Context: an optimization exercise on an open-source flow, tuned for small area and a short achievable clock period. The choices shown serve that exercise and are no tape-out recipe. Function was checked by simulation only, so behaviour that the tests miss may differ from the original. No activity file was given, so power comes from the tool's default toggle rates.

$ cat config.mk
export PLATFORM = sky130hd
export DESIGN_NAME = cpu_top
export DESIGN_NICKNAME = cpu_top
export VERILOG_FILES = /design/flow/design.v
export SDC_FILE = /design/flow/constraint.sdc
export NUM_CORES = 4
export LEC_CHECK = 0
export CAP_MARGIN = 20
export CORE_MARGIN = 2
export CORE_UTILIZATION = 65
export CTS_CLUSTER_DIAMETER = 70
export CTS_CLUSTER_SIZE = 20
export PLACE_DENSITY = 0.72
export SETUP_SLACK_MARGIN = 1.95
export SLEW_MARGIN = 20
$ cat flow/run.sh
#!/bin/bash
# The standard layout, with plain buffers (not delay cells) on the ports.
set -euo pipefail
bash standard.sh BUFFER_PORTS_ARGS="-buffer_cell sky130_fd_sc_hd__buf_1" finish > standard_flow.log 2>&1
$ cat design.v
`default_nettype none
package cpu_pkg;
    typedef logic signed [15:0] data_t;
    localparam logic [4:0] REG_CODE_0 = 5'b10001;
    localparam logic [4:0] REG_CODE_1 = 5'b10010;
    localparam logic [4:0] REG_CODE_2 = 5'b01000;
    localparam logic [4:0] REG_CODE_3 = 5'b10111;
    localparam logic [4:0] REG_CODE_4 = 5'b11111;
    localparam logic [4:0] REG_CODE_5 = 5'b10000;
    localparam logic [5:0] OPC_RTYPE = 6'b000000;
    localparam logic [5:0] OPC_ADDI  = 6'b001000;
    localparam logic [5:0] FN_ADD   = 6'b100000;
    localparam logic [5:0] FN_MULT  = 6'b011000;
    localparam logic [5:0] FN_SHL   = 6'b000000;
    localparam logic [5:0] FN_SHR   = 6'b000010;
    localparam logic [5:0] FN_RELU  = 6'b110001;
    localparam logic [5:0] FN_LEAKY = 6'b110010;
    typedef logic [2:0] op_t;
    localparam op_t OP_ADD   = 3'd0;
    localparam op_t OP_ADDI  = 3'd1;
    localparam op_t OP_SHL   = 3'd2;
    localparam op_t OP_SHR   = 3'd3;
    localparam op_t OP_MULT  = 3'd4;
    localparam op_t OP_LEAKY = 3'd5;
    localparam op_t OP_RELU  = 3'd6;
    localparam op_t OP_FAIL  = 3'd7;
endpackage
`default_nettype wire
`default_nettype none
module inst_decoder (
    input  wire logic [31:0]   instruction,
    output cpu_pkg::op_t       op,
    output logic [5:0]         a_sel,       
    output logic [5:0]         b_sel,       
    output logic               imm_b,       
    output logic [2:0]         wr
);
    function automatic logic [5:0] onehot(input logic [4:0] code);
        logic [5:0] oh;
        oh[0] = (code == cpu_pkg::REG_CODE_0);
        oh[1] = (code == cpu_pkg::REG_CODE_1);
        oh[2] = (code == cpu_pkg::REG_CODE_2);
        oh[3] = (code == cpu_pkg::REG_CODE_3);
        oh[4] = (code == cpu_pkg::REG_CODE_4);
        oh[5] = (code == cpu_pkg::REG_CODE_5);
        onehot = oh;
    endfunction
    function automatic logic [2:0] encode(input logic [5:0] oh);
        encode = {oh[4] | oh[5], oh[2] | oh[3], oh[1] | oh[3] | oh[5]};
    endfunction
    logic [5:0]    opcode, funct;
    logic [5:0]    rs_oh, rt_oh, rd_oh;
    logic          is_addi, is_r, fail;
    cpu_pkg::op_t  dec;
    assign opcode = instruction[31:26];
    assign funct  = instruction[5:0];
    assign rs_oh  = onehot(instruction[25:21]);
    assign rt_oh  = onehot(instruction[20:16]);
    assign rd_oh  = onehot(instruction[15:11]);
    assign is_addi = (opcode == cpu_pkg::OPC_ADDI);
    assign is_r    = (opcode == cpu_pkg::OPC_RTYPE);
    always_comb begin
        dec = cpu_pkg::OP_FAIL;
        if (is_addi) begin
            dec = cpu_pkg::OP_ADDI;
        end else if (is_r) begin
            case (funct)
                cpu_pkg::FN_ADD:   dec = cpu_pkg::OP_ADD;
                cpu_pkg::FN_MULT:  dec = cpu_pkg::OP_MULT;
                cpu_pkg::FN_SHL:   dec = cpu_pkg::OP_SHL;
                cpu_pkg::FN_SHR:   dec = cpu_pkg::OP_SHR;
                cpu_pkg::FN_RELU:  dec = cpu_pkg::OP_RELU;
                cpu_pkg::FN_LEAKY: dec = cpu_pkg::OP_LEAKY;
                default:           dec = cpu_pkg::OP_FAIL;
            endcase
        end
    end
    assign fail = (dec == cpu_pkg::OP_FAIL) || !(|rs_oh) || !(|rt_oh)
               || (!is_addi && !(|rd_oh));
    assign op = fail ? cpu_pkg::OP_FAIL : dec;
    assign imm_b = is_addi;
    assign a_sel = rs_oh;
    assign b_sel = imm_b ? 6'd0 : rt_oh;
    assign wr    = encode(is_addi ? rt_oh : rd_oh);
endmodule
`default_nettype wire
`default_nettype none
module radix4_multiplier (
    input  wire logic [15:0] a,
    input  wire logic [7:0]  one,
    input  wire logic [7:0]  two,
    input  wire logic [7:0]  neg,
    output logic [22:0] r0,     
    output logic [22:0] r1,     
    output logic [20:0] r2,     
    output logic        rx,     
    output logic        cin     
);
    logic [16:0] pp [8];
    logic [16:0] ax, a2;
    assign ax = {a[15], a};
    assign a2 = {a, 1'b0};
    for (genvar j = 0; j < 8; j++) begin : g_pp
        assign pp[j] = (({17{one[j]}} & ax) | ({17{two[j]}} & a2)) ^ {17{neg[j]}};
    end
    logic s1, c2, s3, c4, s5, c6, s7, c8, s9, c10, s11, c12, s13, c14, s15, c16, s17, c18, s19, c20, s21, c22, s23, c24, s25, c26, s27, c28, s29, c30, s31, c32, s33, c34, s35, c36, s37, c38, s39, c40, s41, c42, s43, c44, s45, c46, s47, c48, s49, c50, s51, c52, s53, c54, s55, c56, s57, c58, s59, c60, s61, c62, s63, c64, s65, c66, s67, c68, s69, c70, s71, c72, s73, c74, s75, c76, s77, c78, s79, c80, s81, c82, s83, c84, s85, c86, s87, c88, s89, c90, s91, c92, s93, c94, s95, c96, s97, c98, s99, c100, s101, c102, s103, c104, s105, c106, s107, c108, s109, c110, s111, c112, s113, c114, s115, c116, s117, c118, s119, c120, s121, c122, s123, c124, s125, c126, s127, c128, s129, c130, s131, c132, s133, c134, s135, c136, s137, c138, s139, c140, s141, c142, s143, c144, s145, c146, s147, c148, s149, c150, s151, c152, s153, c154, s155, c156, s157, c158, s159, c160, s161, c162, s163, c164, s165, c166, s167, c168, s169, c170, s171, c172, s173, c174, s175, c176, s177, c178, s179, c180, s181, c182, s183, c184, s185, c186;
    assign s1 = pp[0][10] ^ pp[1][8];
    assign c2 = pp[0][10] & pp[1][8];
    assign s3 = pp[0][11] ^ pp[1][9];
    assign c4 = pp[0][11] & pp[1][9];
    assign s5 = pp[0][12] ^ pp[1][10] ^ pp[2][8];
    assign c6 = (pp[0][12] & pp[1][10]) | (pp[0][12] & pp[2][8]) | (pp[1][10] & pp[2][8]);
    assign s7 = pp[3][6] ^ pp[4][4];
    assign c8 = pp[3][6] & pp[4][4];
    assign s9 = pp[0][13] ^ pp[1][11] ^ pp[2][9];
    assign c10 = (pp[0][13] & pp[1][11]) | (pp[0][13] & pp[2][9]) | (pp[1][11] & pp[2][9]);
    assign s11 = pp[3][7] ^ pp[4][5];
    assign c12 = pp[3][7] & pp[4][5];
    assign s13 = pp[0][14] ^ pp[1][12] ^ pp[2][10];
    assign c14 = (pp[0][14] & pp[1][12]) | (pp[0][14] & pp[2][10]) | (pp[1][12] & pp[2][10]);
    assign s15 = pp[3][8] ^ pp[4][6] ^ pp[5][4];
    assign c16 = (pp[3][8] & pp[4][6]) | (pp[3][8] & pp[5][4]) | (pp[4][6] & pp[5][4]);
    assign s17 = pp[6][2] ^ pp[7][0];
    assign c18 = pp[6][2] & pp[7][0];
    assign s19 = pp[0][15] ^ pp[1][13] ^ pp[2][11];
    assign c20 = (pp[0][15] & pp[1][13]) | (pp[0][15] & pp[2][11]) | (pp[1][13] & pp[2][11]);
    assign s21 = pp[3][9] ^ pp[4][7] ^ pp[5][5];
    assign c22 = (pp[3][9] & pp[4][7]) | (pp[3][9] & pp[5][5]) | (pp[4][7] & pp[5][5]);
    assign s23 = pp[6][3] ^ pp[7][1];
    assign c24 = pp[6][3] & pp[7][1];
    assign s25 = pp[0][16] ^ pp[1][14] ^ pp[2][12];
    assign c26 = (pp[0][16] & pp[1][14]) | (pp[0][16] & pp[2][12]) | (pp[1][14] & pp[2][12]);
    assign s27 = pp[3][10] ^ pp[4][8] ^ pp[5][6];
    assign c28 = (pp[3][10] & pp[4][8]) | (pp[3][10] & pp[5][6]) | (pp[4][8] & pp[5][6]);
    assign s29 = pp[6][4] ^ pp[7][2];
    assign c30 = pp[6][4] & pp[7][2];
    assign s31 = pp[0][16] ^ pp[1][15] ^ pp[2][13];
    assign c32 = (pp[0][16] & pp[1][15]) | (pp[0][16] & pp[2][13]) | (pp[1][15] & pp[2][13]);
    assign s33 = pp[3][11] ^ pp[4][9] ^ pp[5][7];
    assign c34 = (pp[3][11] & pp[4][9]) | (pp[3][11] & pp[5][7]) | (pp[4][9] & pp[5][7]);
    assign s35 = pp[6][5] ^ pp[7][3];
    assign c36 = pp[6][5] & pp[7][3];
    assign s37 = ~pp[0][16] ^ ~pp[1][16] ^ pp[2][14];
    assign c38 = (~pp[0][16] & ~pp[1][16]) | (~pp[0][16] & pp[2][14]) | (~pp[1][16] & pp[2][14]);
    assign s39 = pp[3][12] ^ pp[4][10] ^ pp[5][8];
    assign c40 = (pp[3][12] & pp[4][10]) | (pp[3][12] & pp[5][8]) | (pp[4][10] & pp[5][8]);
    assign s41 = pp[6][6] ^ pp[7][4];
    assign c42 = pp[6][6] & pp[7][4];
    assign s43 = pp[2][15] ^ pp[3][13] ^ pp[4][11];
    assign c44 = (pp[2][15] & pp[3][13]) | (pp[2][15] & pp[4][11]) | (pp[3][13] & pp[4][11]);
    assign s45 = pp[5][9] ^ pp[6][7] ^ pp[7][5];
    assign c46 = (pp[5][9] & pp[6][7]) | (pp[5][9] & pp[7][5]) | (pp[6][7] & pp[7][5]);
    assign s47 = ~pp[2][16] ^ pp[3][14] ^ pp[4][12];
    assign c48 = (~pp[2][16] & pp[3][14]) | (~pp[2][16] & pp[4][12]) | (pp[3][14] & pp[4][12]);
    assign s49 = pp[3][15] ^ pp[4][13];
    assign c50 = pp[3][15] & pp[4][13];
    assign s51 = pp[0][6] ^ pp[1][4];
    assign c52 = pp[0][6] & pp[1][4];
    assign s53 = pp[0][7] ^ pp[1][5];
    assign c54 = pp[0][7] & pp[1][5];
    assign s55 = pp[0][8] ^ pp[1][6] ^ pp[2][4];
    assign c56 = (pp[0][8] & pp[1][6]) | (pp[0][8] & pp[2][4]) | (pp[1][6] & pp[2][4]);
    assign s57 = pp[3][2] ^ pp[4][0];
    assign c58 = pp[3][2] & pp[4][0];
    assign s59 = pp[0][9] ^ pp[1][7] ^ pp[2][5];
    assign c60 = (pp[0][9] & pp[1][7]) | (pp[0][9] & pp[2][5]) | (pp[1][7] & pp[2][5]);
    assign s61 = pp[3][3] ^ pp[4][1];
    assign c62 = pp[3][3] & pp[4][1];
    assign s63 = pp[2][6] ^ pp[3][4] ^ pp[4][2];
    assign c64 = (pp[2][6] & pp[3][4]) | (pp[2][6] & pp[4][2]) | (pp[3][4] & pp[4][2]);
    assign s65 = pp[5][0] ^ neg[5] ^ s1;
    assign c66 = (pp[5][0] & neg[5]) | (pp[5][0] & s1) | (neg[5] & s1);
    assign s67 = pp[2][7] ^ pp[3][5] ^ pp[4][3];
    assign c68 = (pp[2][7] & pp[3][5]) | (pp[2][7] & pp[4][3]) | (pp[3][5] & pp[4][3]);
    assign s69 = pp[5][1] ^ c2 ^ s3;
    assign c70 = (pp[5][1] & c2) | (pp[5][1] & s3) | (c2 & s3);
    assign s71 = pp[5][2] ^ pp[6][0] ^ neg[6];
    assign c72 = (pp[5][2] & pp[6][0]) | (pp[5][2] & neg[6]) | (pp[6][0] & neg[6]);
    assign s73 = c4 ^ s5 ^ s7;
    assign c74 = (c4 & s5) | (c4 & s7) | (s5 & s7);
    assign s75 = pp[5][3] ^ pp[6][1] ^ c6;
    assign c76 = (pp[5][3] & pp[6][1]) | (pp[5][3] & c6) | (pp[6][1] & c6);
    assign s77 = c8 ^ s9 ^ s11;
    assign c78 = (c8 & s9) | (c8 & s11) | (s9 & s11);
    assign s79 = neg[7] ^ c10 ^ c12;
    assign c80 = (neg[7] & c10) | (neg[7] & c12) | (c10 & c12);
    assign s81 = s13 ^ s15 ^ s17;
    assign c82 = (s13 & s15) | (s13 & s17) | (s15 & s17);
    assign s83 = c14 ^ c16 ^ c18;
    assign c84 = (c14 & c16) | (c14 & c18) | (c16 & c18);
    assign s85 = s19 ^ s21 ^ s23;
    assign c86 = (s19 & s21) | (s19 & s23) | (s21 & s23);
    assign s87 = c20 ^ c22 ^ c24;
    assign c88 = (c20 & c22) | (c20 & c24) | (c22 & c24);
    assign s89 = s25 ^ s27 ^ s29;
    assign c90 = (s25 & s27) | (s25 & s29) | (s27 & s29);
    assign s91 = c26 ^ c28 ^ c30;
    assign c92 = (c26 & c28) | (c26 & c30) | (c28 & c30);
    assign s93 = s31 ^ s33 ^ s35;
    assign c94 = (s31 & s33) | (s31 & s35) | (s33 & s35);
    assign s95 = c32 ^ c34 ^ c36;
    assign c96 = (c32 & c34) | (c32 & c36) | (c34 & c36);
    assign s97 = s37 ^ s39 ^ s41;
    assign c98 = (s37 & s39) | (s37 & s41) | (s39 & s41);
    assign s99 = 1'b1 ^ c38 ^ c40;
    assign c100 = (1'b1 & c38) | (1'b1 & c40) | (c38 & c40);
    assign s101 = c42 ^ s43 ^ s45;
    assign c102 = (c42 & s43) | (c42 & s45) | (s43 & s45);
    assign s103 = pp[5][10] ^ pp[6][8] ^ pp[7][6];
    assign c104 = (pp[5][10] & pp[6][8]) | (pp[5][10] & pp[7][6]) | (pp[6][8] & pp[7][6]);
    assign s105 = c44 ^ c46 ^ s47;
    assign c106 = (c44 & c46) | (c44 & s47) | (c46 & s47);
    assign s107 = pp[5][11] ^ pp[6][9] ^ pp[7][7];
    assign c108 = (pp[5][11] & pp[6][9]) | (pp[5][11] & pp[7][7]) | (pp[6][9] & pp[7][7]);
    assign s109 = 1'b1 ^ c48 ^ s49;
    assign c110 = (1'b1 & c48) | (1'b1 & s49) | (c48 & s49);
    assign s111 = ~pp[3][16] ^ pp[4][14] ^ pp[5][12];
    assign c112 = (~pp[3][16] & pp[4][14]) | (~pp[3][16] & pp[5][12]) | (pp[4][14] & pp[5][12]);
    assign s113 = pp[6][10] ^ pp[7][8] ^ c50;
    assign c114 = (pp[6][10] & pp[7][8]) | (pp[6][10] & c50) | (pp[7][8] & c50);
    assign s115 = pp[4][15] ^ pp[5][13] ^ pp[6][11];
    assign c116 = (pp[4][15] & pp[5][13]) | (pp[4][15] & pp[6][11]) | (pp[5][13] & pp[6][11]);
    assign s117 = pp[7][9] ^ 1'b1;
    assign c118 = pp[7][9] & 1'b1;
    assign s119 = ~pp[4][16] ^ pp[5][14] ^ pp[6][12];
    assign c120 = (~pp[4][16] & pp[5][14]) | (~pp[4][16] & pp[6][12]) | (pp[5][14] & pp[6][12]);
    assign s121 = pp[5][15] ^ pp[6][13];
    assign c122 = pp[5][15] & pp[6][13];
    assign s123 = pp[0][4] ^ pp[1][2];
    assign c124 = pp[0][4] & pp[1][2];
    assign s125 = pp[0][5] ^ pp[1][3];
    assign c126 = pp[0][5] & pp[1][3];
    assign s127 = pp[2][2] ^ pp[3][0] ^ neg[3];
    assign c128 = (pp[2][2] & pp[3][0]) | (pp[2][2] & neg[3]) | (pp[3][0] & neg[3]);
    assign s129 = pp[2][3] ^ pp[3][1] ^ c52;
    assign c130 = (pp[2][3] & pp[3][1]) | (pp[2][3] & c52) | (pp[3][1] & c52);
    assign s131 = neg[4] ^ c54 ^ s55;
    assign c132 = (neg[4] & c54) | (neg[4] & s55) | (c54 & s55);
    assign s133 = c56 ^ c58 ^ s59;
    assign c134 = (c56 & c58) | (c56 & s59) | (c58 & s59);
    assign s135 = c60 ^ c62 ^ s63;
    assign c136 = (c60 & c62) | (c60 & s63) | (c62 & s63);
    assign s137 = c64 ^ c66 ^ s67;
    assign c138 = (c64 & c66) | (c64 & s67) | (c66 & s67);
    assign s139 = c68 ^ c70 ^ s71;
    assign c140 = (c68 & c70) | (c68 & s71) | (c70 & s71);
    assign s141 = c72 ^ c74 ^ s75;
    assign c142 = (c72 & c74) | (c72 & s75) | (c74 & s75);
    assign s143 = c76 ^ c78 ^ s79;
    assign c144 = (c76 & c78) | (c76 & s79) | (c78 & s79);
    assign s145 = c80 ^ c82 ^ s83;
    assign c146 = (c80 & c82) | (c80 & s83) | (c82 & s83);
    assign s147 = c84 ^ c86 ^ s87;
    assign c148 = (c84 & c86) | (c84 & s87) | (c86 & s87);
    assign s149 = c88 ^ c90 ^ s91;
    assign c150 = (c88 & c90) | (c88 & s91) | (c90 & s91);
    assign s151 = c92 ^ c94 ^ s95;
    assign c152 = (c92 & c94) | (c92 & s95) | (c94 & s95);
    assign s153 = c96 ^ c98 ^ s99;
    assign c154 = (c96 & c98) | (c96 & s99) | (c98 & s99);
    assign s155 = c100 ^ c102 ^ s103;
    assign c156 = (c100 & c102) | (c100 & s103) | (c102 & s103);
    assign s157 = c104 ^ c106 ^ s107;
    assign c158 = (c104 & c106) | (c104 & s107) | (c106 & s107);
    assign s159 = c108 ^ c110 ^ s111;
    assign c160 = (c108 & c110) | (c108 & s111) | (c110 & s111);
    assign s161 = c112 ^ c114 ^ s115;
    assign c162 = (c112 & c114) | (c112 & s115) | (c114 & s115);
    assign s163 = pp[7][10] ^ c116 ^ c118;
    assign c164 = (pp[7][10] & c116) | (pp[7][10] & c118) | (c116 & c118);
    assign s165 = pp[7][11] ^ 1'b1 ^ c120;
    assign c166 = (pp[7][11] & 1'b1) | (pp[7][11] & c120) | (1'b1 & c120);
    assign s167 = ~pp[5][16] ^ pp[6][14] ^ pp[7][12];
    assign c168 = (~pp[5][16] & pp[6][14]) | (~pp[5][16] & pp[7][12]) | (pp[6][14] & pp[7][12]);
    assign s169 = pp[6][15] ^ pp[7][13];
    assign c170 = pp[6][15] & pp[7][13];
    assign s171 = pp[0][2] ^ pp[1][0];
    assign c172 = pp[0][2] & pp[1][0];
    assign s173 = pp[0][3] ^ pp[1][1];
    assign c174 = pp[0][3] & pp[1][1];
    assign s175 = pp[2][0] ^ neg[2] ^ s123;
    assign c176 = (pp[2][0] & neg[2]) | (pp[2][0] & s123) | (neg[2] & s123);
    assign s177 = pp[2][1] ^ c124 ^ s125;
    assign c178 = (pp[2][1] & c124) | (pp[2][1] & s125) | (c124 & s125);
    assign s179 = s51 ^ c126 ^ s127;
    assign c180 = (s51 & c126) | (s51 & s127) | (c126 & s127);
    assign s181 = s53 ^ c128 ^ s129;
    assign c182 = (s53 & c128) | (s53 & s129) | (c128 & s129);
    assign s183 = s57 ^ c130 ^ s131;
    assign c184 = (s57 & c130) | (s57 & s131) | (c130 & s131);
    assign s185 = s61 ^ c132 ^ s133;
    assign c186 = (s61 & c132) | (s61 & s133) | (c132 & s133);
    logic [7:0] lo_x, lo_y;
    logic [8:0] lo_sum;
    assign lo_x[0] = pp[0][0];
    assign lo_y[0] = neg[0];
    assign lo_x[1] = pp[0][1];
    assign lo_y[1] = 1'b0;
    assign lo_x[2] = neg[1];
    assign lo_y[2] = s171;
    assign lo_x[3] = c172;
    assign lo_y[3] = s173;
    assign lo_x[4] = c174;
    assign lo_y[4] = s175;
    assign lo_x[5] = c176;
    assign lo_y[5] = s177;
    assign lo_x[6] = c178;
    assign lo_y[6] = s179;
    assign lo_x[7] = c180;
    assign lo_y[7] = s181;
    assign lo_sum = {1'b0, lo_x} + {1'b0, lo_y};
    assign cin = lo_sum[8];
    assign r0[0] = c182;
    assign r1[0] = s183;
    assign r0[1] = c184;
    assign r1[1] = s185;
    assign r0[2] = s65;
    assign r1[2] = c134;
    assign r2[0] = s135;
    assign r0[3] = s69;
    assign r1[3] = c136;
    assign r2[1] = s137;
    assign r0[4] = s73;
    assign r1[4] = c138;
    assign r2[2] = s139;
    assign r0[5] = s77;
    assign r1[5] = c140;
    assign r2[3] = s141;
    assign r0[6] = s81;
    assign r1[6] = c142;
    assign r2[4] = s143;
    assign r0[7] = s85;
    assign r1[7] = c144;
    assign r2[5] = s145;
    assign r0[8] = s89;
    assign r1[8] = c146;
    assign r2[6] = s147;
    assign r0[9] = s93;
    assign r1[9] = c148;
    assign r2[7] = s149;
    assign r0[10] = s97;
    assign r1[10] = c150;
    assign r2[8] = s151;
    assign r0[11] = s101;
    assign r1[11] = c152;
    assign r2[9] = s153;
    assign r0[12] = s105;
    assign r1[12] = c154;
    assign r2[10] = s155;
    assign r0[13] = s109;
    assign r1[13] = c156;
    assign r2[11] = s157;
    assign r0[14] = s113;
    assign r1[14] = c158;
    assign r2[12] = s159;
    assign r0[15] = s117;
    assign r1[15] = c160;
    assign r2[13] = s161;
    assign r0[16] = s119;
    assign r1[16] = c162;
    assign r2[14] = s163;
    assign r0[17] = s121;
    assign r1[17] = c164;
    assign r2[15] = s165;
    assign r0[18] = c122;
    assign r1[18] = c166;
    assign r2[16] = s167;
    assign r0[19] = 1'b1;
    assign r1[19] = c168;
    assign r2[17] = s169;
    assign r0[20] = ~pp[6][16];
    assign r1[20] = pp[7][14];
    assign r2[18] = c170;
    assign r0[21] = pp[7][15];
    assign r1[21] = 1'b1;
    assign r2[19] = 1'b0;
    assign r0[22] = ~pp[7][16];
    assign r1[22] = 1'b0;
    assign r2[20] = 1'b0;
    assign rx = c186;
endmodule
module mul_sum (
    input  wire logic [22:0] r0,
    input  wire logic [22:0] r1,
    input  wire logic [20:0] r2,
    input  wire logic        rx,
    input  wire logic        cin,
    output logic [15:0] p
);
    logic [22:0] x, y;
    logic [22:0] sum;
    logic [20:0] fs, fc;
    assign fs = r0[22:2] ^ r1[22:2] ^ r2;
    assign fc = (r0[22:2] & r1[22:2]) | (r0[22:2] & r2) | (r1[22:2] & r2);
    assign x = {fs, r0[1:0]};
    assign y = {fc[19:0], rx, r1[1:0]};
    assign sum = x + y + 23'(cin);
    assign p = sum[22:7];
endmodule
`default_nettype wire
`default_nettype none
module execute_stage (
    input  wire logic          clk,
    input  wire logic          rst_n,
    input  wire logic          in_valid,
    input  wire cpu_pkg::op_t  op_0,
    input  wire logic [15:0]   imm_0,
    input  wire logic [2:0]    wr_0,
    input  wire logic [15:0]   a_0,
    input  wire logic [15:0]   b_0,
    output logic               done,
    output logic [5:0]         we,
    output logic [15:0]        wd
);
    localparam int K  = 8;     
    localparam int K3 = 10;    
    localparam int W  = 31 - K;
    logic        is_shr, big;
    logic [3:0]  m;
    logic [7:0]  one_0, two_0, neg_0;
    assign is_shr = (op_0 == cpu_pkg::OP_SHR);
    assign big    = imm_0[10];
    assign m      = ~imm_0[9:6] & {4{~big}};
    for (genvar j = 0; j < 8; j++) begin : g_enc
        logic b0, b1, b2;
        if (j == 0) begin : g_first
            assign b0 = 1'b0;
        end else begin : g_rest
            assign b0 = b_0[2*j-1];
        end
        assign b1 = b_0[2*j];
        assign b2 = b_0[2*j+1];
        assign one_0[j] = is_shr ? (m == 4'(2*j))   : (b1 ^ b0);
        assign two_0[j] = is_shr ? (m == 4'(2*j+1)) : ((b2 & ~b1 & ~b0) | (~b2 & b1 & b0));
        assign neg_0[j] = ~is_shr & b2;
    end
    logic          valid_1;
    cpu_pkg::op_t  op_1;
    logic [2:0]    wr_1;
    logic [15:0]   a_1;
    logic [7:0]    one_1, two_1, neg_1;
    always_ff @(posedge clk or negedge rst_n) begin
        if (!rst_n) begin
            valid_1 <= 1'b0;
        end else begin
            valid_1 <= in_valid;
        end
    end
    always_ff @(posedge clk) begin
        op_1  <= op_0;
        wr_1  <= wr_0;
        case (op_0)
            cpu_pkg::OP_SHR: a_1 <= b_0;
            cpu_pkg::OP_SHL: a_1 <= imm_0;
            default:         a_1 <= a_0;
        endcase
        one_1 <= one_0;
        two_1 <= two_0;
        neg_1 <= neg_0;
    end
    logic [15:0] b_1;
    for (genvar j = 0; j < 8; j++) begin : g_dec
        assign b_1[2*j+1] = neg_1[j];
        if (j == 0) begin : g_first
            assign b_1[0] = one_1[0];
        end else begin : g_rest
            assign b_1[2*j] = one_1[j] ^ neg_1[j-1];
        end
    end
    logic [W-1:0]     m0, m1;
    logic [30-K3:0]   m2;
    logic             mx, mc;
    radix4_multiplier i_mult (
        .a   (a_1),
        .one (one_1),
        .two (two_1),
        .neg (neg_1),
        .r0  (m0),
        .r1  (m1),
        .r2  (m2),
        .rx  (mx),
        .cin (mc)
    );
    logic        neg_b, use_mul;
    logic [4:0]  shamt;
    logic [15:0] other, addend;
    assign neg_b   = b_1[15];
    assign shamt   = a_1[10:6];
    assign use_mul = (op_1 == cpu_pkg::OP_MULT) | (op_1 == cpu_pkg::OP_SHR)
                   | ((op_1 == cpu_pkg::OP_LEAKY) & neg_b);
    always_comb begin
        case (op_1)
            cpu_pkg::OP_ADD,
            cpu_pkg::OP_ADDI:  other = a_1;
            cpu_pkg::OP_SHL:   other = b_1 << shamt;
            default:           other = neg_b ? 16'd0 : b_1;    
        endcase
    end
    assign addend = (op_1 == cpu_pkg::OP_ADD || op_1 == cpu_pkg::OP_ADDI) ? b_1 : 16'd0;
    logic          valid_2, wv_2;    
    logic [2:0]    wr_2;
    logic [W-1:0]  r0_2, r1_2;
    logic [30-K3:0] r2_2;
    logic          rx_2, cin_2;
    always_ff @(posedge clk or negedge rst_n) begin
        if (!rst_n) begin
            valid_2 <= 1'b0;
            wv_2    <= 1'b0;
        end else begin
            valid_2 <= valid_1;
            wv_2    <= valid_1 & (op_1 != cpu_pkg::OP_FAIL);
        end
    end
    always_ff @(posedge clk) begin
        wr_2  <= wr_1;
        r0_2  <= use_mul ? m0 : {other, {(15-K){1'b0}}};
        r1_2  <= use_mul ? m1 : {addend, {(15-K){1'b0}}};
        r2_2  <= {(31-K3){use_mul}} & m2;
        rx_2  <= use_mul & mx;
        cin_2 <= use_mul & mc;
    end
    logic [15:0] sum_2;
    mul_sum i_sum (
        .r0  (r0_2),
        .r1  (r1_2),
        .r2  (r2_2),
        .rx  (rx_2),
        .cin (cin_2),
        .p   (sum_2)
    );
    logic          valid_3, wv_3;
    logic [2:0]    wr_3;
    logic [15:0]   wd_3;
    always_ff @(posedge clk or negedge rst_n) begin
        if (!rst_n) begin
            valid_3 <= 1'b0;
            wv_3    <= 1'b0;
        end else begin
            valid_3 <= valid_2;
            wv_3    <= wv_2;
        end
    end
    always_ff @(posedge clk) begin
        wr_3 <= wr_2;
        wd_3 <= sum_2;
    end
    assign done = valid_3;
    for (genvar g = 0; g < 6; g++) begin : g_we
        assign we[g] = wv_3 & (wr_3 == 3'(g));
    end
    assign wd   = wd_3;
endmodule
`default_nettype wire
`default_nettype none
module reg_file (
    input  wire logic          clk,
    input  wire logic          rst_n,
    input  wire logic          done,       
    input  wire logic [5:0]    we,         
    input  wire logic [15:0]   wd,
    input  wire logic [5:0]    a_sel,
    input  wire logic [5:0]    b_sel,
    input  wire logic          imm_b,      
    input  wire logic [15:0]   imm,
    output logic [15:0]        a,          
    output logic [15:0]        b,
    output logic               out_valid,
    output logic               instruction_fail,
    output logic [15:0]        out_0,
    output logic [15:0]        out_1,
    output logic [15:0]        out_2,
    output logic [15:0]        out_3,
    output logic [15:0]        out_4,
    output logic [15:0]        out_5
);
    logic [15:0] regs_n [6];   
    logic [5:0]  written;      
    logic [5:0]  hide;         
    for (genvar g = 0; g < 6; g++) begin : g_reg
        always_ff @(posedge clk) begin
            if (we[g]) begin
                regs_n[g] <= ~wd;
            end
        end
    end
    always_ff @(posedge clk or negedge rst_n) begin
        if (!rst_n) begin
            written          <= '0;
            hide             <= '1;
            out_valid        <= 1'b0;
            instruction_fail <= 1'b0;
        end else begin
            written          <= written | we;
            hide             <= ~({6{done}} & (written | we));
            out_valid        <= done;
            instruction_fail <= done & ~(|we);
        end
    end
    logic [5:0] a_reg, b_reg;
    logic       a_wd, b_wd;
    assign a_reg = a_sel & written & ~we;
    assign b_reg = b_sel & written & ~we;
    assign a_wd  = |(a_sel & we);
    assign b_wd  = |(b_sel & we);
    always_comb begin
        a = {16{a_wd}} & wd;
        b = ({16{imm_b}} & imm) | ({16{b_wd}} & wd);
        for (int g = 0; g < 6; g++) begin
            a = a | ({16{a_reg[g]}} & ~regs_n[g]);
            b = b | ({16{b_reg[g]}} & ~regs_n[g]);
        end
    end
    assign out_0 = ~({16{hide[0]}} | regs_n[0]);
    assign out_1 = ~({16{hide[1]}} | regs_n[1]);
    assign out_2 = ~({16{hide[2]}} | regs_n[2]);
    assign out_3 = ~({16{hide[3]}} | regs_n[3]);
    assign out_4 = ~({16{hide[4]}} | regs_n[4]);
    assign out_5 = ~({16{hide[5]}} | regs_n[5]);
endmodule
`default_nettype wire
`default_nettype none
module cpu_top #(
    parameter int FRAC_BITS = 15
) (
    input  wire logic         clk,
    input  wire logic         rst_n,
    input  wire logic         in_valid,
    input  wire logic [31:0]  instruction,
    output logic              out_valid,
    output logic              instruction_fail,
    output cpu_pkg::data_t    out_0,
    output cpu_pkg::data_t    out_1,
    output cpu_pkg::data_t    out_2,
    output cpu_pkg::data_t    out_3,
    output cpu_pkg::data_t    out_4,
    output cpu_pkg::data_t    out_5
);
    cpu_pkg::op_t  op;
    logic [5:0]    a_sel, b_sel;
    logic          imm_b;
    logic [2:0]    wr;
    logic [15:0]   a, b;
    logic          done;
    logic [5:0]    we;
    logic [15:0]   wd;
    inst_decoder i_decoder (
        .instruction (instruction),
        .op          (op),
        .a_sel       (a_sel),
        .b_sel       (b_sel),
        .imm_b       (imm_b),
        .wr          (wr)
    );
    reg_file i_regs (
        .clk              (clk),
        .rst_n            (rst_n),
        .done             (done),
        .we               (we),
        .wd               (wd),
        .a_sel            (a_sel),
        .b_sel            (b_sel),
        .imm_b            (imm_b),
        .imm              (instruction[15:0]),
        .a                (a),
        .b                (b),
        .out_valid        (out_valid),
        .instruction_fail (instruction_fail),
        .out_0            (out_0),
        .out_1            (out_1),
        .out_2            (out_2),
        .out_3            (out_3),
        .out_4            (out_4),
        .out_5            (out_5)
    );
    execute_stage i_execute (
        .clk      (clk),
        .rst_n    (rst_n),
        .in_valid (in_valid),
        .op_0     (op),
        .imm_0    (instruction[15:0]),
        .wr_0     (wr),
        .a_0      (a),
        .b_0      (b),
        .done     (done),
        .we       (we),
        .wd       (wd)
    );
endmodule
`default_nettype wire
$ cat constraint.sdc
create_clock -name core_clock -period 5.0 [get_ports {clk}]
set_input_delay 1.0000 -clock core_clock [delete_from_list [all_inputs] [get_ports {clk}]]
set_output_delay 1.0000 -clock core_clock [all_outputs]
set_load 0.01 [all_outputs]
$ cat standard.sh
#!/bin/bash
# synth_recipe.tcl (not shown) runs the flow's synth.tcl, then flattens the netlist and writes it again
# the make line also repeats each setting of config.mk as NAME=value (left out here)
make -C /OpenROAD-flow-scripts/flow DESIGN_CONFIG=/design/flow/config.mk WORK_HOME=/design/flow/orfs CLKGATE_MAP_FILE= SYNTH_SCRIPT=/design/flow/synth_recipe.tcl "${@:-finish}"
==> notes.md, run 1 <==
* Slew Viols, Final at 0
* Clock transition at path regs at 0.08 ns
* Startpoint Class: primary input
* Crit path time final at 3.07 ns
* Register bit total from synthesis at 250
* Switching Fraction at 0.214
* Critical Path RT at 5.44 ns
* DP HPWL at 35200 um
* CP Max Fanout at 8
* Routability cong. at 1.04
* Post-synth ARST share at 0.0760
* 1st-iter DRT viols at 1863
* Die Y at 162 um
* Vias/cell at 6.91
* Placed Cells at 2020
* Setup crit end kind: flip-flop
* Net switching power at 0.000815 W
* Clk root buf: clkbuf_16
* Worst hold slack at 0.331 ns
* Area leader, netlist: edfxtp_1
* P_leak at 6.15 nW
* RR Endpoint: i_execute.wd_3[15]$_DFF_P_
* Non-filler cells, final at 2063
* Max rail drop VDD at 0.289 mV
* Clock power share at 0.413
* First-pass iteration count of the detailed router at 8
* Worst r2r src: i_execute.r0_2[11]$_DFF_P_
* Yosys cell types at 74
* Core outline area at 24400 um^2
* Worst Hold Class: flip-flop to flip-flop
* Initial antenna violation count at 0
* Most frequent cells in the layout: nor2_1, buf_1, a22oi_1
* Final setup skew at 0.0138 ns
* R2R depth at 10
* Via Count at 14255
* Fraction of layout cells with a size suffix above 1 at 0.0966
* Fmax at 0.326 GHz
* Synth Cell Area at 16200 um^2
* CTS Sinks at 250
* Num CTS Buffers at 18
* Max cap viols at 0
* N_diodes at 0
* Setup ws final at 1.93 ns
* RSZ-0062 raised after global routing: yes
* Fin Setup TNS at 0 ns
* Clock Latency Late Sink at 0.51 ns
* Layout Area Growth over Synthesis at 9.63%
* CTS tree: built
* Die Wd at 162 um
* Synth Flop Type: dfxtp_1
* Final Cycle Share at 0.614
* I/O Buffers at 132
* Hold depth at 0
* Status: no timing/DRC/antenna violations
* GR Util All Layers at 0.379
* Filler cells at 1825
* WL/cell at 24.3 um
* Post-place setup slack at 1.26 ns
* H-tree Lvls at 1
* Drc violations at 0
* Core Rows at 57
* Gate power share at 0.029
* Yosys top cell area share at 0.178
* Final Setup Violations at 0
* Largest net degree at the start of global routing at 45
* Cells after synthesis at 1674
* Critical path class: primary input to flip-flop
* Area contributors post-synth: edfxtp_1, dfxtp_1, fa_1, xnor2_1, a22oi_1
* Worst hold start: i_execute.wr_1[1]$_DFF_P_
* CTS Buffer Depth at 3
* Final wirelength at 50200 um
* Reg2Reg Setup Slack at 1.95 ns
* Vias in the first global route at 13704
* Commonest non-fill, non-tap cell in the layout: nor2_1
* Total die area at 26200 um^2
* YS warnings at 6
* Final nets at 1899
* Ports at 133
* Slew HR at 0.374
* Hold path endpoint: i_execute.wr_2[1]$_DFF_P_
* Internal power at 0.00299 W
* Post-DRT Antenna Nets at 0
* Global-route wire length before repair at 77200 um
* GR Overflow Total at 0
* Net count after synthesis at 1845
* Syn_area_per_cell at 9.68 um^2
* CP arrival at 3.51 ns
* Final hold vios at 0
* Worst-Margin Slew at 0.938 ns
* Post-synth EDFFs at 96
* Initial Util at 0.664
* P per Cell Area at 214 nW/um^2
* Register area share after synthesis at 0.375
* Reg power frac at 0.558
==> per-stage QoR <==
stage	instance area [um^2]	util	power, W
5_1_grt	17800	0.728	0.00390
6_report	17800	0.728	0.00381
3_3_place_gp	16800	0.690	0.00227
4_1_cts	17600	0.722	0.00382
2_1_floorplan	16300	-	0.00222
3_5_place_dp	16800	0.690	0.00227
==> per-layer routing <==
metal | share of wire | track usage | up-vias
met5 | 0 | 0 | -
met4 | 0.043 | 0.151 | 0
met3 | 0.11 | 0.0835 | 234
li1 | - | - | 6108
met1 | 0.38 | 0.506 | 6902
met2 | 0.47 | 0.604 | 1011
==> synthesized netlist by cell type (6+ instances only) <==
cell         n
xor2_1      54
edfxtp_1    96
a21oi_1     42
dfstp_2      6
nand3_1     33
fa_1        84
clkbuf_1   120
o21ai_0     60
buf_1       18
dfrtp_1     13
nor2_1     175
o22ai_1     88
and2_1      29
or2_2        8
o31ai_1      7
a2111o_1    13
nand2_1     74
xnor2_1    110
mux2i_1     25
and3_1       7
a21o_1      12
ha_1        52
nor2b_1     11
a22oi_1    125
a2111oi_0   17
nor3_1      16
nand2b_1    10
inv_1       84
dfxtp_1    135
o211ai_1     7
a211oi_1     8
buf_2        6
nor3b_1     15
o221ai_1    23
mux2_2      13
==> how the worst max path moves through the flow <==
stage	end	cells after the start	from
after floorplan	i_execute.two_1[1]$_DFF_P_	9	instruction[18]
after global placement	i_execute.two_1[1]$_DFF_P_	9	instruction[16]
after detailed placement	i_execute.two_1[1]$_DFF_P_	9	instruction[16]
after CTS	i_execute.r2_2[9]$_DFF_P_	8	i_execute.two_1[0]$_DFF_P_
after global routing	i_execute.wd_3[15]$_DFF_P_	10	i_execute.r0_2[11]$_DFF_P_
final	i_execute.two_1[1]$_DFF_P_	9	instruction[16]
==> state kept, by name, indices dropped and copies added, names as in the netlist, 16 cells and up <==
register and count:
i_regs.regs_n 96, i_execute.r1_2 23, i_execute.r0_2 23, i_execute.r2_2 19, i_execute.a_1 16, i_execute.wd_3 16
==> what timing repair did <==
action	in CTS	in global routing
pin swaps	10	6
setup buffers	8	4
hold buffers	0	0
gates cloned	0	0
resized for setup	34	45
setup endpoints to repair	54	61
==> power by group through the flow <==
stage	Combinational (W)	Clock (W)	Sequential, W
floorplan	0.0000606	0	0.00216
global placement	0.0000996	0	0.00217
detailed placement	0.000102	0	0.00217
CTS	0.000105	0.00159	0.00213
global route	0.000120	0.00166	0.00213
finish	0.000110	0.00157	0.00213
==> kinds of logic after synthesis <==
logic type	synth area share
AO/OA/AOI/OAI	0.193
AND/OR/NAND/NOR	0.122
flip-flops	0.375
buffers and inverters	0.0537
XOR/XNOR	0.0886
adder cells (fa/ha/maj)	0.144
multiplexers	0.0245
==> critical path, cell delays in order <==
cell and delay [ns]:
buf_8 0.11, or2_0 0.23, or4b_4 0.57, a22oi_2 0.23, o31ai_4 0.13, a2111o_2 0.49, and2_4 0.18, or4b_1 0.49
nand3_1 0.08
==> cell type report <==
| type | count | area (um^2) | share of cell area |
|---|---|---|---|
| repair buffers | 178 | 883 | 0.0497 |
| clock buffers | 23 | 490 | 0.0276 |
| inverters | 86 | 327 | 0.0184 |
| flip-flops and latches | 250 | 6110 | 0.344 |
| well taps | 324 | 405 | 0.0228 |
| clock inverters | 8 | 131 | 0.00740 |
| multi-input cells | 1194 | 9420 | 0.530 |
==> run 2: changes to the inputs <==
--- a/config.mk
+++ b/config.mk
@@ -8,8 +8,8 @@
 export CAP_MARGIN = 20
 export CORE_MARGIN = 2
 export CORE_UTILIZATION = 65
-export CTS_CLUSTER_DIAMETER = 70
-export CTS_CLUSTER_SIZE = 20
+export CTS_CLUSTER_DIAMETER = 85
+export CTS_CLUSTER_SIZE = 25
 export PLACE_DENSITY = 0.72
 export SETUP_SLACK_MARGIN = 1.95
 export SLEW_MARGIN = 20
==> run 2 against run 1 <==
Effect of this change:
- largest power group unchanged
- clock power is 18% lower
- combinational power hardly changed
- area after synthesis stayed put
- flip-flop and latch count stayed put
- largest cell class unchanged
- sequential power hardly changed
- critical path type unchanged
- critical endpoint unchanged
- clock skew is 0.017 ns higher
- wire length is 1.4% higher
- synthesized cell count stayed put
- count of clock-buffer cells in the layout is 4 lower
- cell area is 0.39% lower
- sequential share of layout area is 0.14 points higher
==> notes.md, run 2 <==
* GR Util All Layers at 0.378 (about the same)
* Critical Path RT at 5.45 ns (about the same)
* Final hold vios at 0 (unchanged)
* Fin Setup TNS at 0 ns (unchanged)
* Placed Cells at 2020 (unchanged)
* Synth Flop Type: dfxtp_1
* Post-synth EDFFs at 96 (unchanged)
* Final wirelength at 50900 um (+1.4%)
* CTS Sinks at 250 (unchanged)
* Reg2Reg Setup Slack at 1.97 ns (+0.02 ns)
* Die Y at 162 um (unchanged)
* YS warnings at 6 (unchanged)
* P per Cell Area at 198 nW/um^2 (-7.4%)
* Core outline area at 24400 um^2 (unchanged)
* Area leader, netlist: edfxtp_1
* CP Max Fanout at 6 (-2)
* Layout Area Growth over Synthesis at 9.20%
* Hold depth at 0 (unchanged)
* Crit path time final at 3.04 ns (-0.0302 ns)
* WL/cell at 24.7 um (+1.5%)
* Routability cong. at 1.04 (unchanged)
* Die Wd at 162 um (unchanged)
* N_diodes at 0 (unchanged)
* Startpoint Class: primary input
* Vias/cell at 6.95 (+0.55%)
* Clk root buf: clkbuf_16
* Synth cell count leaders: nor2_1, dfxtp_1, a22oi_1
* CTS Buffer Depth at 3 (unchanged)
* P_leak at 6.11 nW (-0.64%)
* Largest net degree at the start of global routing at 45 (unchanged)
* Crit-path max cell delay at 0.58 ns (about the same)
* Worst-Margin Slew at 0.967 ns (+0.0294 ns)
* Final setup skew at 0.0307 ns (+0.0168 ns)
* Net count after synthesis at 1845 (unchanged)
* Critical path class: primary input to flip-flop
* Most frequent cells in the layout: nor2_1, buf_1, a22oi_1
* Max cap viols at 0 (unchanged)
* Power Total at 0.00351 W (-7.8%)
* Fmax at 0.329 GHz (+1.0%)
* Commonest non-fill, non-tap cell in the layout: nor2_1
* Critical path cell sequence: clkbuf_2 -> or2_1 -> or4b_4 -> a22oi_2 -> o31ai_4 -> a2111o_2 -> and2_4 -> or4b_1 -> nand3_1
* Top Registers: i_regs.regs_n: 96 flops, i_execute.r0_2: 23 flops, i_execute.r1_2: 23 flops
* Initial Util at 0.664 (unchanged)
* Worst r2r src: i_execute.r0_2[11]$_DFF_P_
* Register area share after synthesis at 0.375 (unchanged)
* Critical path's top delay family: simple AND/OR/NAND/NOR gates
* Clock transition at path regs at 0.11 ns (+0.03 ns)
* Post-synth ARST share at 0.0760 (unchanged)
* Ports at 133 (unchanged)
* RSZ-0062 raised after global routing: yes
* Vias in the first global route at 13812 (+0.79%)
* Worst hold start: i_execute.wr_2[2]$_DFF_P_
* Dpl cell area at 16800 um^2 (unchanged)
* DP HPWL at 35200 um (unchanged)
* Final nets at 1901 (+0.11%)
* Num CTS Buffers at 14 (-4)
* Synth Cell Area at 16200 um^2 (unchanged)
* Final Setup Violations at 0 (unchanged)
* Global-route wire length before repair at 77100 um (-0.25%)
* CP arrival at 3.49 ns (-0.02 ns)
* Non-filler cells, final at 2062 (-0.048%)
* Crit path max-delay cell type: or4b_4
* Drc violations at 0 (unchanged)
* Slew Viols, Final at 0 (unchanged)
* Initial antenna violation count at 0 (unchanged)
* Final instance area at 17700 um^2 (-0.39%)
* Yosys top cell area share at 0.178 (unchanged)
* Syn_area_per_cell at 9.68 um^2 (unchanged)
* Setup crit end kind: flip-flop
* Yosys cell types at 74 (unchanged)
* 1st-iter DRT viols at 2019 (+8.4%)
* Cells after synthesis at 1674 (unchanged)
* Core Rows at 57 (unchanged)
* Slew HR at 0.354 (-0.0196)
* RR Endpoint: i_execute.wd_3[15]$_DFF_P_
* Bufs and invs on worst path at 1 (unchanged)
* CTS tree: built
* GR Overflow Total at 0 (unchanged)
* Via Count at 14327 (+0.51%)
* Max rail drop VDD at 0.316 mV (+9.2%)
* Status: no timing/DRC/antenna violations
* Worst hold slack at 0.330 ns (-0.000666 ns)
* Area contributors post-synth: edfxtp_1, dfxtp_1, fa_1, xnor2_1, a22oi_1
* Largest reg by FF count: i_regs.regs_n
* Register bit total from synthesis at 250 (unchanged)
* I/O Buffers at 132 (unchanged)
* First-pass iteration count of the detailed router at 9 (+1)
* R2R depth at 10 (unchanged)
* Post-DRT Antenna Nets at 0 (unchanged)
* CTS Hold Bufs at 0 (unchanged)
* Clock Latency Late Sink at 0.51 ns (about the same)
* Total die area at 26200 um^2 (unchanged)
* Worst Hold Class: flip-flop to flip-flop
* Hold path endpoint: i_execute.wr_3[2]$_DFF_P_
* H-tree Lvls at 1 (unchanged)
* Final Cycle Share at 0.608 (-0.00605)
* Fraction of layout cells with a size suffix above 1 at 0.0990 (+0.00236)
* Most frequent cell after synthesis: nor2_1
* Max reg flops at 96 (unchanged)
run 2: cell types whose count changed in the layout (fill, tap and decap cells not counted), moves of 2 or more:
cell,change
buf_12,+3
buf_4,+2
buf_8,-2
bufinv_16,-2
clkbuf_16,-4
run 2: per-stage QoR:
stage,utilization,worst slack [ns]
floorplan,-,1.72
global placement,0.690,1.32
detailed placement,0.690,1.26
CTS,0.714,1.94
global route,0.725,1.82
finish,0.725,1.96
run 2: kinds of logic after synthesis:
kind of cell | synth area share
buffers and inverters | 0.0537
AND/OR/NAND/NOR | 0.122
flip-flops | 0.375
XOR/XNOR | 0.0886
AO/OA/AOI/OAI | 0.193
multiplexers | 0.0245
adder cells (fa/ha/maj) | 0.144
run 2: metal layers:
layer / up-vias / part of all wire / global-route usage
met3: 252 / 0.12 / 0.0769
met5: - / 0 / 0
met2: 1079 / 0.46 / 0.602
met4: 0 / 0.048 / 0.166
met1: 6876 / 0.37 / 0.506
li1: 6120 / - / -
run 2: final cells by class:
type	instances	area (um^2)
Clock buffer	19	390
Clock inverter	5	50.0
Tap cell	324	405
Inverter	86	327
Sequential cell	250	6110
Timing Repair Buffer	182	933
Fill cell	1830	6700
Multi-Input combinational cell	1196	9480
run 2: worst reg2reg max path, delay by kind of cell, from the launching register on:
family / cells / cell delay (ns)
adder cells (fa/ha/maj): 2 / 0.89
flip-flops: 1 / 0.33
AND/OR/NAND/NOR: 2 / 0.39
XOR/XNOR: 1 / 0.11
AO/OA/AOI/OAI: 5 / 1.21
run 2: report_power, final:
| group | internal (W) | switching (W) | leakage [nW] |
|---|---|---|---|
| Sequential | 0.00211 | 0.0000164 | 1.94 |
| Combinational | 0.0000377 | 0.0000725 | 3.95 |
| Clock | 0.000593 | 0.000683 | 0.221 |
| Total | 0.00274 | 0.000772 | 6.11 |
run 2: what timing repair did:
action,CTS,global route
buffers inserted,7,9
endpoints found under the setup margin,55,70
pin swaps,4,16
resized for setup,27,63
gates cloned,0,2
run 2: worst max-delay path by stage:
stage | startpoint | to | slack, ns | cells past startpoint
after CTS | i_execute.a_1[11]$_DFF_P_ | i_execute.r0_2[7]$_DFF_P_ | 1.94 | 6
after global placement | instruction[16] | i_execute.two_1[1]$_DFF_P_ | 1.32 | 9
final | instruction[18] | i_execute.two_1[1]$_DFF_P_ | 1.96 | 9
after detailed placement | instruction[16] | i_execute.two_1[1]$_DFF_P_ | 1.26 | 9
after floorplan | instruction[18] | i_execute.two_1[1]$_DFF_P_ | 1.72 | 9
after global routing | i_execute.r0_2[11]$_DFF_P_ | i_execute.wd_3[15]$_DFF_P_ | 1.82 | 10

==> what the ideal ports hide <==
No port has a modelled driver above. Below, the same layouts with a new extraction and two added sets of constraints.
Step 1 assumes that a clkbuf_16 drives the clock port and a buf_2 every other input.
Step 2 adds t to the input delays and takes it off the output delays; t is the mean of the earliest and latest rising clock arrival at the registers after step 1. Input paths then give back, and output paths get back, about the clock's delay inside the block.
a / b / c = ideal / step 1 / step 2; a / b = the first two.
| run | t, ns | slack for setup (ns) | hold slack, ns | worst data-port slew with drivers (ns) |
|---|---|---|---|---|
| run 1 | 0.554 | 1.932 / 1.941 / 1.387 | 0.331 / 0.331 / 0.331 | 0.07 |
| run 2 | 0.548 | 1.962 / 1.967 / 1.443 | 0.330 / 0.330 / 0.330 | 0.07 |
After both steps setup and hold are still met in every run listed. For run 1, which loses most, drivers alone change the setup slack by +0.009 ns; drivers and shift together by -0.545 ns.
